Source: an optimization exercise on an open RTL-to-GDS flow (aim: a short achievable clock period and few clock cycles). Production flows keep margins and buffers that such runs may drop. Only simulation tests tie the RTL to the original design; equivalence was not proved.

==> 12-25 <==
Design cpu, start of the top module:
module cpu (
  input  logic                               clk,
  input  logic                               reset,
  input  logic                               prog_we,
  input  logic [cpu_pkg::imem_addr_w-1:0]    prog_addr,
  input  logic [cpu_pkg::xlen-1:0]           prog_data,
  input  logic [cpu_pkg::reg_idx_w-1:0]      dbg_idx,
  output logic                               is_halted,
  output logic [cpu_pkg::xlen-1:0]           dbg_data
);
clock: 9.0 ns
lec_check: 0
cap_margin: 20
core_margin: 2
core_utilization: 35
place_density: 0.45
setup_slack_margin: 3.5
slew_margin: 20
tns_end_percent: 10
standard.sh (not shown) runs the stock make flow with config.mk's settings and CLKGATE_MAP_FILE= SYNTH_SCRIPT=/design/flow/synth_recipe.tcl, a recipe that flattens the netlist after the stock synthesis.
==> flow/flow/run.sh <==
#!/bin/bash
# Layout: the standard ORFS flow (standard.sh), with two changes to how cells are chosen:
# the port buffers are buf_8 instead of the default buffer cell, and the repair steps may
# resize a cell to any cell of the same function, not only one with the same footprint.
# make's full output goes to make.log in the work folder; ORFS keeps each step's log under
# orfs/logs.
set -euo pipefail
cd "$(dirname "$0")/.."
bash standard.sh "BUFFER_PORTS_ARGS=-buffer_cell sky130_fd_sc_hd__buf_8" MATCH_CELL_FOOTPRINT=0 finish > make.log 2>&1
==> 05-18: changes against 12-25 <==
--- a/flow/design.v
+++ b/flow/design.v
@@ -71,10 +71,11 @@
 module fdec (
   input  logic [31:0]     pc,
   input  logic [31:0]     pc4,   
   input  logic [63:0]     pc4_oh,   
   input  logic [31:0]     inst,
+  input  logic [20:0]     off,   
   input  logic            jal,   
   output cpu_pkg::slot_t  s,
   output cpu_pkg::mem_t   m,   
   output logic [31:0]     src_oh,   
   output logic [31:0]     dst_oh,   
@@ -87,13 +88,10 @@
   logic [2:0] f3;
   logic [31:0] imm_i, imm_s;
   logic [4:0] rs1;
   logic wr, use1, use2;
   logic [31:0] rs1_oh, rs2_oh;
-  logic [20:0] off;   
-  assign off = jal ? {inst[31], inst[19:12], inst[20], inst[30:21], 1'b0}
-                   : {{8{inst[31]}}, inst[31], inst[7], inst[30:25], inst[11:8], 1'b0};
   assign f3 = inst[14:12];
   assign is_op    = inst[6:0] == 7'b0110011;
   assign is_opimm = inst[6:0] == 7'b0010011;
   assign is_load  = inst[6:0] == 7'b0000011;
   assign is_store = inst[6:0] == 7'b0100011;
@@ -148,12 +146,14 @@
 endmodule
 module fgroup (
   input  logic [31:0]     pc,
   input  logic [63:0]     pc_oh,
   input  logic [31:0]     inst0,
+  input  logic [20:0]     off0,
   input  logic            jal0,
   input  logic [31:0]     inst1,
+  input  logic [20:0]     off1,
   input  logic            jal1,
   input  logic            ok1,   
   input  logic            pairok,   
   input  logic [31:0]     hz_oh,   
   output cpu_pkg::slot_t  a,
@@ -174,16 +174,16 @@
   assign pc4 = ks_add(pc, 32'd4, 1'b0);
   assign pc8 = ks_add(pc, 32'd8, 1'b0);
   assign oh4 = {pc_oh[62:0], pc_oh[63]};
   assign oh8 = {pc_oh[61:0], pc_oh[63:62]};
   fdec u0 (
-    .pc(pc), .pc4(pc4), .pc4_oh(oh4), .inst(inst0), .jal(jal0),
+    .pc(pc), .pc4(pc4), .pc4_oh(oh4), .inst(inst0), .off(off0), .jal(jal0),
     .s(a), .m(m0), .src_oh(src0), .dst_oh(dst0),
     .tgt(tgt0), .tgt_oh(tgt0_oh), .npc(npc0), .npc_oh(npc0_oh)
   );
   fdec u1 (
-    .pc(pc4), .pc4(pc8), .pc4_oh(oh8), .inst(inst1), .jal(jal1),
+    .pc(pc4), .pc4(pc8), .pc4_oh(oh8), .inst(inst1), .off(off1), .jal(jal1),
     .s(s1), .m(m1), .src_oh(src1), .dst_oh(dst1),
     .tgt(tgt1), .tgt_oh(tgt1_oh), .npc(npc1), .npc_oh(npc1_oh)
   );
   assign pair = pairok && ok1 && !(|(hz_oh & src1));
   assign stall = |(hz_oh & src0);
@@ -220,10 +220,11 @@
   input  logic [cpu_pkg::reg_idx_w-1:0]      dbg_idx,
   output logic                               is_halted,
   output logic [cpu_pkg::xlen-1:0]           dbg_data
 );
   logic [31:0] imem [64];
+  logic [20:0] imem_off [64];   
   logic [63:0] imem_jal;   
   logic [63:0] imem_pair;   
   logic [31:0] rf [32];   
   logic [31:0] dmem [64];
   logic [31:0] fpc;   
@@ -238,21 +239,26 @@
   logic        reset_q;
   logic [63:0] wr_mask;   
   logic [63:0] used;   
   logic        restart;   
   logic        restart_q;   
+  logic [20:0] p_off;
   logic        p_jal;
   assign p_jal = prog_data[6:0] == 7'b1101111;
+  assign p_off = p_jal ? {prog_data[31], prog_data[19:12], prog_data[20], prog_data[30:21], 1'b0}
+                       : {{8{prog_data[31]}}, prog_data[31], prog_data[7], prog_data[30:25],
+                          prog_data[11:8], 1'b0};
   always_ff @(posedge clk) begin
     for (int j = 0; j < 64; j++) begin
       if (prog_we && prog_addr == j[5:0]) imem_pair[j] <= pairable(prog_data, imem[(j + 1) % 64]);
       else if (prog_we && prog_addr == 6'((j + 1) % 64)) imem_pair[j] <= pairable(imem[j], prog_data);
     end
   end
   always_ff @(posedge clk) begin
     if (prog_we) begin
       imem[prog_addr] <= prog_data;
+      imem_off[prog_addr] <= p_off;
       imem_jal[prog_addr] <= p_jal;
     end
   end
   logic [31:0] aa, ba, ab, bb, suma, sumb, resa, resb, ldata, sd;
   logic [7:0]  mbase, addr;
@@ -326,60 +332,66 @@
       dbg_data = dbg_data | ({32{dbg_idx == i[4:0]}} & rf[i]);
     end
   end
   logic [63:0] m1_oh, t1_oh;
   logic [31:0] m0_inst, m1_inst, t0_inst, t1_inst, z_inst;
+  logic [20:0] m0_off, m1_off, t0_off, t1_off, z_off;
   logic        m0_jal, m1_jal, t0_jal, t1_jal, z_jal;
   logic        m_pairok, t_pairok;
   logic        m0_ok, m1_ok, t0_ok, t1_ok, sel_ok;
   assign m1_oh = {fpc_oh[62:0], fpc_oh[63]};
   assign t1_oh = {x_tgt_oh[62:0], x_tgt_oh[63]};
   always_comb begin
-    m0_inst = 32'd0; m0_jal = 1'b0;
-    m1_inst = 32'd0; m1_jal = 1'b0;
-    t0_inst = 32'd0; t0_jal = 1'b0;
-    t1_inst = 32'd0; t1_jal = 1'b0;
+    m0_inst = 32'd0; m0_off = 21'd0; m0_jal = 1'b0;
+    m1_inst = 32'd0; m1_off = 21'd0; m1_jal = 1'b0;
+    t0_inst = 32'd0; t0_off = 21'd0; t0_jal = 1'b0;
+    t1_inst = 32'd0; t1_off = 21'd0; t1_jal = 1'b0;
     m_pairok = 1'b0; t_pairok = 1'b0;
     for (int j = 0; j < 64; j++) begin
       m_pairok = m_pairok | (fpc_oh[j] & imem_pair[j]);
       t_pairok = t_pairok | (x_tgt_oh[j] & imem_pair[j]);
       m0_inst = m0_inst | ({32{fpc_oh[j]}} & imem[j]);
+      m0_off = m0_off | ({21{fpc_oh[j]}} & imem_off[j]);
       m0_jal = m0_jal | (fpc_oh[j] & imem_jal[j]);
       m1_inst = m1_inst | ({32{m1_oh[j]}} & imem[j]);
+      m1_off = m1_off | ({21{m1_oh[j]}} & imem_off[j]);
       m1_jal = m1_jal | (m1_oh[j] & imem_jal[j]);
       t0_inst = t0_inst | ({32{x_tgt_oh[j]}} & imem[j]);
+      t0_off = t0_off | ({21{x_tgt_oh[j]}} & imem_off[j]);
       t0_jal = t0_jal | (x_tgt_oh[j] & imem_jal[j]);
       t1_inst = t1_inst | ({32{t1_oh[j]}} & imem[j]);
+      t1_off = t1_off | ({21{t1_oh[j]}} & imem_off[j]);
       t1_jal = t1_jal | (t1_oh[j] & imem_jal[j]);
     end
   end
   assign m0_ok = !reset || |(wr_mask & fpc_oh);
   assign m1_ok = !reset || |(wr_mask & m1_oh);
   assign t0_ok = !reset || |(wr_mask & x_tgt_oh);
   assign t1_ok = !reset || |(wr_mask & t1_oh);
   assign z_inst = (prog_we && prog_addr == 6'd0) ? prog_data : imem[0];
+  assign z_off = (prog_we && prog_addr == 6'd0) ? p_off : imem_off[0];
   assign z_jal = (prog_we && prog_addr == 6'd0) ? p_jal : imem_jal[0];
   cpu_pkg::slot_t ma, mb, ta, tb, za, zb;
   logic [31:0] m_tgt, m_npc, t_tgt, t_npc, z_tgt, z_npc;
   logic [63:0] m_tgt_oh, m_npc_oh, t_tgt_oh, t_npc_oh, z_tgt_oh, z_npc_oh;
   cpu_pkg::mem_t mm, tm, zm;
   logic        m_stall, t_stall, z_stall;
   fgroup u_m (
-    .pc(fpc), .pc_oh(fpc_oh), .inst0(m0_inst), .jal0(m0_jal),
-    .inst1(m1_inst), .jal1(m1_jal), .ok1(m1_ok), .pairok(m_pairok), .hz_oh(xm.ldrd_oh),
+    .pc(fpc), .pc_oh(fpc_oh), .inst0(m0_inst), .off0(m0_off), .jal0(m0_jal),
+    .inst1(m1_inst), .off1(m1_off), .jal1(m1_jal), .ok1(m1_ok), .pairok(m_pairok), .hz_oh(xm.ldrd_oh),
     .a(ma), .b(mb), .tgt(m_tgt), .tgt_oh(m_tgt_oh), .npc(m_npc), .npc_oh(m_npc_oh),
     .m(mm), .stall(m_stall)
   );
   fgroup u_t (
-    .pc(x_tgt), .pc_oh(x_tgt_oh), .inst0(t0_inst), .jal0(t0_jal),
-    .inst1(t1_inst), .jal1(t1_jal), .ok1(t1_ok), .pairok(t_pairok), .hz_oh(xm.ldrd_oh),
+    .pc(x_tgt), .pc_oh(x_tgt_oh), .inst0(t0_inst), .off0(t0_off), .jal0(t0_jal),
+    .inst1(t1_inst), .off1(t1_off), .jal1(t1_jal), .ok1(t1_ok), .pairok(t_pairok), .hz_oh(xm.ldrd_oh),
     .a(ta), .b(tb), .tgt(t_tgt), .tgt_oh(t_tgt_oh), .npc(t_npc), .npc_oh(t_npc_oh),
     .m(tm), .stall(t_stall)
   );
   fgroup u_z (
-    .pc(32'd0), .pc_oh(64'd1), .inst0(z_inst), .jal0(z_jal),
-    .inst1(32'd0), .jal1(1'b0), .ok1(1'b0), .pairok(1'b0), .hz_oh(32'd0),
+    .pc(32'd0), .pc_oh(64'd1), .inst0(z_inst), .off0(z_off), .jal0(z_jal),
+    .inst1(32'd0), .off1(21'd0), .jal1(1'b0), .ok1(1'b0), .pairok(1'b0), .hz_oh(32'd0),
     .a(za), .b(zb), .tgt(z_tgt), .tgt_oh(z_tgt_oh), .npc(z_npc), .npc_oh(z_npc_oh),
     .m(zm), .stall(z_stall)
   );
   logic br_x;
   assign br_x = xa.br || xb.br;
==> flow/run.sh (new file) <==
#!/bin/bash
# synth_recipe.tcl (not shown) runs the flow's synth.tcl, then flattens the netlist and writes it again
# the make line also repeats each setting of config.mk as NAME=value (left out here)
make -C /OpenROAD-flow-scripts/flow DESIGN_CONFIG=/design/flow/config.mk WORK_HOME=/design/flow/orfs CLKGATE_MAP_FILE= SYNTH_SCRIPT=/design/flow/synth_recipe.tcl finish
==> flow/config.mk (replaced) <==
export PLATFORM = sky130hd
export DESIGN_NAME = cpu
export DESIGN_NICKNAME = cpu
export VERILOG_FILES = /design/flow/design.v
export SDC_FILE = /design/flow/constraint.sdc
export NUM_CORES = 4
export LEC_CHECK = 0
export CAP_MARGIN = 20
export CORE_MARGIN = 2
export CORE_UTILIZATION = 30
export PLACE_DENSITY = 0.4
export SETUP_SLACK_MARGIN = 3.5
export SLEW_MARGIN = 20
export TNS_END_PERCENT = 10
removed: flow/flow/run.sh
removed: flow/standard.sh
==> 08-14: changes against 12-25 <==
--- a/flow/design.v
+++ b/flow/design.v
@@ -240,14 +240,19 @@
   logic [63:0] used;   
   logic        restart;   
   logic        restart_q;   
   logic        p_jal;
   assign p_jal = prog_data[6:0] == 7'b1101111;
+  logic       pw_q;
+  logic [5:0] pa_q;
   always_ff @(posedge clk) begin
+    pw_q <= prog_we;
+    pa_q <= prog_addr;
     for (int j = 0; j < 64; j++) begin
-      if (prog_we && prog_addr == j[5:0]) imem_pair[j] <= pairable(prog_data, imem[(j + 1) % 64]);
-      else if (prog_we && prog_addr == 6'((j + 1) % 64)) imem_pair[j] <= pairable(imem[j], prog_data);
+      if (prog_we && (prog_addr == j[5:0] || prog_addr == 6'((j + 1) % 64))) imem_pair[j] <= 1'b0;
+      else if (pw_q && (pa_q == j[5:0] || pa_q == 6'((j + 1) % 64)))
+        imem_pair[j] <= pairable(imem[j], imem[(j + 1) % 64]);
     end
   end
   always_ff @(posedge clk) begin
     if (prog_we) begin
       imem[prog_addr] <= prog_data;
==> flow/config.mk (replaced) <==
export PLATFORM = sky130hd
export DESIGN_NAME = cpu
export DESIGN_NICKNAME = cpu
export VERILOG_FILES = /design/flow/design.v
export SDC_FILE = /design/flow/constraint.sdc
export NUM_CORES = 4
export LEC_CHECK = 0
export CAP_MARGIN = 20
export CORE_MARGIN = 2
export CORE_UTILIZATION = 25
export PLACE_DENSITY = 0.35
export SETUP_SLACK_MARGIN = 3.5
export SLEW_MARGIN = 20
export TNS_END_PERCENT = 10
==> 03-16: changes against 12-25 <==
--- a/flow/design.v
+++ b/flow/design.v
@@ -240,14 +240,19 @@
   logic [63:0] used;   
   logic        restart;   
   logic        restart_q;   
   logic        p_jal;
   assign p_jal = prog_data[6:0] == 7'b1101111;
+  logic       pw_q;
+  logic [5:0] pa_q;
   always_ff @(posedge clk) begin
+    pw_q <= prog_we;
+    pa_q <= prog_addr;
     for (int j = 0; j < 64; j++) begin
-      if (prog_we && prog_addr == j[5:0]) imem_pair[j] <= pairable(prog_data, imem[(j + 1) % 64]);
-      else if (prog_we && prog_addr == 6'((j + 1) % 64)) imem_pair[j] <= pairable(imem[j], prog_data);
+      if (prog_we && (prog_addr == j[5:0] || prog_addr == 6'((j + 1) % 64))) imem_pair[j] <= 1'b0;
+      else if (pw_q && (pa_q == j[5:0] || pa_q == 6'((j + 1) % 64)))
+        imem_pair[j] <= pairable(imem[j], imem[(j + 1) % 64]);
     end
   end
   always_ff @(posedge clk) begin
     if (prog_we) begin
       imem[prog_addr] <= prog_data;
==> flow/run.sh (new file) <==
#!/bin/bash
# synth_recipe.tcl (not shown) runs the flow's synth.tcl, then flattens the netlist and writes it again
# the make line also repeats each setting of config.mk as NAME=value (left out here)
make -C /OpenROAD-flow-scripts/flow DESIGN_CONFIG=/design/flow/config.mk WORK_HOME=/design/flow/orfs CLKGATE_MAP_FILE= SYNTH_SCRIPT=/design/flow/synth_recipe.tcl finish
==> flow/config.mk (replaced) <==
export PLATFORM = sky130hd
export DESIGN_NAME = cpu
export DESIGN_NICKNAME = cpu
export VERILOG_FILES = /design/flow/design.v
export SDC_FILE = /design/flow/constraint.sdc
export NUM_CORES = 4
export LEC_CHECK = 0
export CAP_MARGIN = 20
export CORE_MARGIN = 2
export CORE_UTILIZATION = 25
export PLACE_DENSITY = 0.35
export SETUP_SLACK_MARGIN = 3.5
export SLEW_MARGIN = 20
export TNS_END_PERCENT = 10
removed: flow/flow/run.sh
removed: flow/standard.sh
==> results.yml <==
yosys:
  synthTopCellsByCount: "nor2_1 (4673), clkbuf_1 (4352), a22oi_1 (3889)"
  syn-mean-instance-area_um2: 8.63
  yosys.cell_types.count: 113
  syn_area_mm2: 0.378
floorplanning:
  die_y_um: 1040
global_route:
  grtUsageMet3_pct: 71.4
status:
  status: "aborted with a tool error"
  error: "[ERROR GRT-0116] Global routing finished with congestion. Check the congestion regions in the DRC Viewer."
  haltStage: "5_1_grt"
place:
  placed_area_mm2: 0.413
(the above is from 12-25)
==> results.yml <==
floorplanning:
  die_y_um: 1220
yosys:
  syn-mean-instance-area_um2: 8.73
  synthTopCellsByCount: "nor2_1 (4073), clkbuf_1 (3896), a22oi_1 (3692)"
  synth_top_area_cell: "edfxtp_1"
  yosys.cell_types.count: 114
  syn_area_mm2: 0.369
status:
  error: "[ERROR GRT-0116] Global routing finished with congestion. Check the congestion regions in the DRC Viewer."
  haltStage: "5_1_grt"
  status: "aborted with a tool error"
place:
  placed_area_mm2: 0.419
global_route:
  grtUsageMet3_pct: 54.2
(the above is from 03-16)
==> results.yml <==
status:
  status: "aborted with a tool error"
  haltStage: "5_1_grt"
  error: "[ERROR GRT-0116] Global routing finished with congestion. Check the congestion regions in the DRC Viewer."
yosys:
  syn-mean-instance-area_um2: 8.73
  synthTopCellsByCount: "nor2_1 (4073), clkbuf_1 (3896), a22oi_1 (3692)"
  yosys.cell_types.count: 114
global_route:
  grtUsageMet3_pct: 52.7
floorplanning:
  die_y_um: 1220
place:
  placed_area_mm2: 0.417
(the above is from 08-14)
==> results.yml <==
status:
  status: "aborted with a tool error"
  haltStage: "5_1_grt"
  error: "[ERROR GRT-0116] Global routing finished with congestion. Check the congestion regions in the DRC Viewer."
yosys:
  yosys.cell_types.count: 95
  syn-mean-instance-area_um2: 8.93
  synth_edf_count: 3371
  ys_seq_elements: 6805
  synthTopCellsByCount: "clkbuf_1 (4632), nor2_1 (4563), a22oi_1 (3687)"
floorplanning:
  die_y_um: 1190
place:
  placed_area_mm2: 0.465
global_route:
  grtUsageMet3_pct: 58.6
cts:
  cts_sinks: 6805
(the above is from 05-18)
Testbench counts of 12-25, summed over its fixed seeds: cycles 19,399.
Testbench counts of 05-18, summed over its fixed seeds: cycles 19,399.
Testbench counts of 08-14, summed over its fixed seeds: cycles 19,409.
Testbench counts of 03-16, summed over its fixed seeds: cycles 19,409.
